This design comes from an exercise in tuning for small area and a short achievable clock period on the open sky130 flow, not from production work.
In this exercise RTL edits were held to simulation tests only and were not proved equivalent to the original.
Power and IR drop assume default switching activity.

==> flow/design.v (excerpt) <==
module sp_ram_param #(
    parameter int DATA_W       = 16,
    parameter int BYTE_W       = 8,
    parameter int ADDR_W       = 8,
    parameter int DEPTH        = 256,
    parameter int RW_MODE      = 0,
    parameter int CLEAR_ON_RST = 1
) (
    input  logic                       clk,
    input  logic                       rst,
    input  logic                       ce,
    input  logic                       we,
    input  logic [DATA_W/BYTE_W-1:0]   be,
    input  logic [ADDR_W-1:0]          addr,
    input  logic [DATA_W-1:0]          din,
    output logic [DATA_W-1:0]          dout,
    output logic                       rd_valid,
    output logic                       busy,
    output logic                       err
);
    localparam int NB = DATA_W / BYTE_W;
    logic [7:0]         r_clr_ptr;
    logic               r_busy;
    logic [1:0]         r_rdn [DATA_W];
    logic               r_rd_valid;
    logic               r_err;
    logic [DATA_W-1:0]  r_mem [DEPTH];
    logic               w_accept;
    logic [NB-1:0]      w_lane_go;
    logic [DATA_W-1:0]  w_wdata;
    assign w_accept = ce & ~r_busy;
    assign w_wdata    = r_busy ? '0 : din;
    logic [15:0] w_wlo_n;
    logic [15:0] w_whi_n [NB];
    logic [NB-1:0] w_wen [DEPTH];
    sp_ram_param_wdec u_wlo (.a(addr[3:0]), .c(r_clr_ptr[3:0]), .busy(r_busy), .en(1'b1), .yn(w_wlo_n));
    generate
        for (genvar l = 0; l < NB; l++) begin : g_lane
            assign w_lane_go[l] = r_busy | (ce & we & be[l]);
            sp_ram_param_wdec u_whi (.a(addr[7:4]), .c(r_clr_ptr[7:4]), .busy(r_busy), .en(w_lane_go[l]), .yn(w_whi_n[l]));
        end
    endgenerate
    generate
        for (genvar w = 0; w < DEPTH; w++) begin : g_word
            for (genvar l = 0; l < NB; l++) begin : g_wl
                sp_ram_param_nor2 u_wen (.a(w_wlo_n[w % 16]), .b(w_whi_n[l][w / 16]), .y(w_wen[w][l]));
                always_ff @(posedge clk) begin
                    if (w_wen[w][l])
                        r_mem[w][l*BYTE_W +: BYTE_W] <= w_wdata[l*BYTE_W +: BYTE_W];
                end
            end
        end
    endgenerate
    logic [15:0]      w_rlo_n, w_rhi_n;
  ...
Size: roughly 8100 cells after synthesis, about 49 I/O pins, ~0.15 mm2 of cells after synthesis.
==> module sp_ram_param_wdec, before the edit <==
module sp_ram_param_wdec (
    input  logic [3:0]  a,
    input  logic [3:0]  c,
    input  logic        busy,
    input  logic        en,
    output logic [15:0] yn
);
    always_comb begin
        for (int j = 0; j < 16; j++)
            yn[j] = ~(en & ((busy ? c : a) == 4'(j)));
    end
endmodule
==> module sp_ram_param, before the edit <==
module sp_ram_param #(
    parameter int DATA_W       = 16,
    parameter int BYTE_W       = 8,
    parameter int ADDR_W       = 8,
    parameter int DEPTH        = 256,
    parameter int RW_MODE      = 0,
    parameter int CLEAR_ON_RST = 1
) (
    input  logic                       clk,
    input  logic                       rst,
    input  logic                       ce,
    input  logic                       we,
    input  logic [DATA_W/BYTE_W-1:0]   be,
    input  logic [ADDR_W-1:0]          addr,
    input  logic [DATA_W-1:0]          din,
    output logic [DATA_W-1:0]          dout,
    output logic                       rd_valid,
    output logic                       busy,
    output logic                       err
);
    localparam int NB = DATA_W / BYTE_W;
    logic [7:0]         r_clr_ptr;
    logic               r_busy;
    logic [1:0]         r_rdn [DATA_W];
    logic               r_rd_valid;
    logic               r_err;
    logic [DATA_W-1:0]  r_mem [DEPTH];
    logic               w_accept;
    logic [NB-1:0]      w_lane_go;
    logic [DATA_W-1:0]  w_wdata;
    assign w_accept = ce & ~r_busy;
    assign w_wdata    = r_busy ? '0 : din;
    logic [15:0] w_wlo_n;
    logic [15:0] w_whi_n [NB];
    logic [NB-1:0] w_wen [DEPTH];
    sp_ram_param_wdec u_wlo (.a(addr[3:0]), .c(r_clr_ptr[3:0]), .busy(r_busy), .en(1'b1), .yn(w_wlo_n));
    generate
        for (genvar l = 0; l < NB; l++) begin : g_lane
            assign w_lane_go[l] = r_busy | (ce & we & be[l]);
            sp_ram_param_wdec u_whi (.a(addr[7:4]), .c(r_clr_ptr[7:4]), .busy(r_busy), .en(w_lane_go[l]), .yn(w_whi_n[l]));
        end
    endgenerate
    generate
        for (genvar w = 0; w < DEPTH; w++) begin : g_word
            for (genvar l = 0; l < NB; l++) begin : g_wl
                sp_ram_param_nor2 u_wen (.a(w_wlo_n[w % 16]), .b(w_whi_n[l][w / 16]), .y(w_wen[w][l]));
                always_ff @(posedge clk) begin
                    if (w_wen[w][l])
                        r_mem[w][l*BYTE_W +: BYTE_W] <= w_wdata[l*BYTE_W +: BYTE_W];
                end
            end
        end
    endgenerate
    logic [15:0]      w_rlo_n, w_rhi_n;
    logic [DEPTH-1:0] w_rsel;
    sp_ram_param_pdec u_rlo (.a(addr[3:0]), .en(1'b1),     .yn(w_rlo_n));
    sp_ram_param_pdec u_rhi (.a(addr[7:4]), .en(1'b1),     .yn(w_rhi_n));
    generate
        for (genvar w = 0; w < DEPTH; w++) begin : g_rsel
            sp_ram_param_nor2 u_rsel (.a(w_rlo_n[w % 16]), .b(w_rhi_n[w / 16]), .y(w_rsel[w]));
        end
    endgenerate
    logic [1:0]        w_rdn_next [DATA_W];
    generate
        for (genvar b = 0; b < DATA_W; b++) begin : g_bit
            logic [127:0] t1;    
            logic [31:0]  t2;    
            logic [15:0]  t3;    
            logic [7:0]   t4;    
            logic [1:0]   t5;    
            for (genvar k = 0; k < 128; k++) begin : g_t1
                sp_ram_param_aoi22 u (.a0(w_rsel[2*k]),   .d0(r_mem[2*k][b]),
                                      .a1(w_rsel[2*k+1]), .d1(r_mem[2*k+1][b]), .y(t1[k]));
            end
            for (genvar k = 0; k < 32; k++) begin : g_t2
                sp_ram_param_nand4 u (.a(t1[4*k]), .b(t1[4*k+1]), .c(t1[4*k+2]), .d(t1[4*k+3]), .y(t2[k]));
            end
            for (genvar k = 0; k < 16; k++) begin : g_t3
                sp_ram_param_nor2 u (.a(t2[2*k]), .b(t2[2*k+1]), .y(t3[k]));
            end
            for (genvar k = 0; k < 8; k++) begin : g_t4
                sp_ram_param_nand2 u (.a(t3[2*k]), .b(t3[2*k+1]), .y(t4[k]));
            end
            for (genvar k = 0; k < 2; k++) begin : g_t5
                sp_ram_param_nor4 u (.a(t4[4*k]), .b(t4[4*k+1]), .c(t4[4*k+2]), .d(t4[4*k+3]), .y(t5[k]));
                sp_ram_param_dnext u_dn (.d(t5[k]), .acc(w_accept), .q(r_rdn[b][k]), .y(w_rdn_next[b][k]));
            end
            sp_ram_param_nand2 u_out (.a(r_rdn[b][0]), .b(r_rdn[b][1]), .y(dout[b]));
        end
    endgenerate
    always_ff @(posedge clk or posedge rst) begin
        if (rst) begin
            r_clr_ptr  <= '0;
            r_busy     <= 1'b1;
            for (int b = 0; b < DATA_W; b++)
                r_rdn[b] <= 2'b11;
            r_rd_valid <= 1'b0;
            r_err      <= 1'b0;
        end else begin
            r_rd_valid <= w_accept;
            r_err      <= ce & r_busy;
            for (int b = 0; b < DATA_W; b++)
                r_rdn[b] <= w_rdn_next[b];
            if (r_busy) begin
                r_clr_ptr <= r_clr_ptr + 1'b1;
                if (&r_clr_ptr)
                    r_busy <= 1'b0;
            end
        end
    end
    assign rd_valid = r_rd_valid;
    assign busy     = r_busy;
    assign err      = r_err;
endmodule
Settings: LEC_CHECK=0, CAP_MARGIN=20, CORE_MARGIN=2, CORE_UTILIZATION=60, CTS_CLUSTER_DIAMETER=80, CTS_CLUSTER_SIZE=25, SLEW_MARGIN=20, SYNTH_HIERARCHICAL=1; clock period 10.0 ns.
standard.sh (not shown) runs the stock make flow with config.mk's settings and CLKGATE_MAP_FILE= SYNTH_SCRIPT=/design/flow/synth_recipe.tcl, a recipe that flattens the netlist after the stock synthesis.
==> flow/flow/run.sh <==
#!/bin/bash
# Own layout flow: the standard flow with the synthesized netlist's cells
# first set to their smallest drive strength, port buffers of a plain
# buffer cell, and timing repair aimed at a setup margin below the clock
# period.
set -euo pipefail
cd "$(dirname "$0")/.."
MARGIN=$(cat flow/margin.txt)
bash standard.sh POST_SYNTH_TCL="$PWD/flow/post_synth.tcl" SETUP_SLACK_MARGIN="$MARGIN" \
  "BUFFER_PORTS_ARGS=-buffer_cell sky130_fd_sc_hd__buf_4" finish > flow_make.log 2>&1
==> flow/flow/margin.txt <==
6.4
==> flow/flow/post_synth.tcl <==
# Start the combinational cells at their smallest drive strength; the timing
# repair later upsizes the ones on critical paths.
set n 0
foreach inst [get_cells *] {
  set master [get_property [get_lib_cells -of_objects $inst] name]
  if {[regexp {^sky130_fd_sc_hd__(a2|a3|a4|o2|o3|o4|nand|nor|and|or|xor|xnor|mux|inv)([a-z0-9]*)_([0-9]+)$} $master -> p1 p2 sz]} {
    if {$sz > 1} {
      set small "sky130_fd_sc_hd__${p1}${p2}_1"
      if {[llength [get_lib_cells */$small]] > 0} {
        replace_cell $inst $small
        incr n
      }
    }
  }
}
puts "post_synth: downsized $n cells"
The first run produced a clean layout.
Edit:
--- a/flow/design.v
+++ b/flow/design.v
@@ -44,20 +44,19 @@
         for (int j = 0; j < 16; j++)
             yn[j] = ~(en & (a == 4'(j)));
     end
 endmodule
 module sp_ram_param_wdec (
     input  logic [3:0]  a,
-    input  logic [3:0]  c,
     input  logic        busy,
     input  logic        en,
     output logic [15:0] yn
 );
     always_comb begin
         for (int j = 0; j < 16; j++)
-            yn[j] = ~(en & ((busy ? c : a) == 4'(j)));
+            yn[j] = ~(en & (busy | (a == 4'(j))));
     end
 endmodule
 module sp_ram_param #(
     parameter int DATA_W       = 16,
     parameter int BYTE_W       = 8,
     parameter int ADDR_W       = 8,
@@ -89,17 +88,17 @@
     logic [DATA_W-1:0]  w_wdata;
     assign w_accept = ce & ~r_busy;
     assign w_wdata    = r_busy ? '0 : din;
     logic [15:0] w_wlo_n;
     logic [15:0] w_whi_n [NB];
     logic [NB-1:0] w_wen [DEPTH];
-    sp_ram_param_wdec u_wlo (.a(addr[3:0]), .c(r_clr_ptr[3:0]), .busy(r_busy), .en(1'b1), .yn(w_wlo_n));
+    sp_ram_param_wdec u_wlo (.a(addr[3:0]), .busy(r_busy), .en(1'b1), .yn(w_wlo_n));
     generate
         for (genvar l = 0; l < NB; l++) begin : g_lane
             assign w_lane_go[l] = r_busy | (ce & we & be[l]);
-            sp_ram_param_wdec u_whi (.a(addr[7:4]), .c(r_clr_ptr[7:4]), .busy(r_busy), .en(w_lane_go[l]), .yn(w_whi_n[l]));
+            sp_ram_param_wdec u_whi (.a(addr[7:4]), .busy(r_busy), .en(w_lane_go[l]), .yn(w_whi_n[l]));
         end
     endgenerate
     generate
         for (genvar w = 0; w < DEPTH; w++) begin : g_word
             for (genvar l = 0; l < NB; l++) begin : g_wl
                 sp_ram_param_nor2 u_wen (.a(w_wlo_n[w % 16]), .b(w_whi_n[l][w / 16]), .y(w_wen[w][l]));
After rerunning: The changed run produced a clean layout; total power rose slightly; via count rose slightly; area after synthesis stays flat; wire length rose slightly; core utilization hardly moves; setup slack gets worse by 0.11 ns; sequential share of layout area rose by 0.11 points; hold slack gets worse by 0.13 ns; sequential cell count is unchanged; global-route usage rose by 0.34 points; fmax fell by a few percent; count of clock-buffer cells in the layout rose by 20.

re-timing with driven ports:
No port has a modelled driver above. Below, the same layouts with a new extraction and two added sets of constraints. Step 1: set_driving_cell puts a clkbuf_16 on clk and a buf_2 on each other input, an assumption about the parent block. Step 2 adds t to the input delays and takes it off the output delays; t is the mean of the earliest and latest rising clock arrival at the registers after step 1. Input paths then give back, and output paths get back, about the clock's delay inside the block. a / b / c = ideal ports / drivers / drivers and shift; a / b = the first two.
run	shift t [ns]	setup WS [ns]	clock arrival spread, ns	worst register clock-pin slew, ns
the first run	0.964	6.173 / 6.076 / 5.181	0.029 / 0.029	0.11 / 0.11
the second run	0.956	6.067 / 5.970 / 5.130	0.035 / 0.035	0.10 / 0.10
After both steps every run listed still meets setup and hold. For the first run, which loses most, drivers alone change the setup slack by -0.097 ns; drivers and shift together by -0.992 ns.
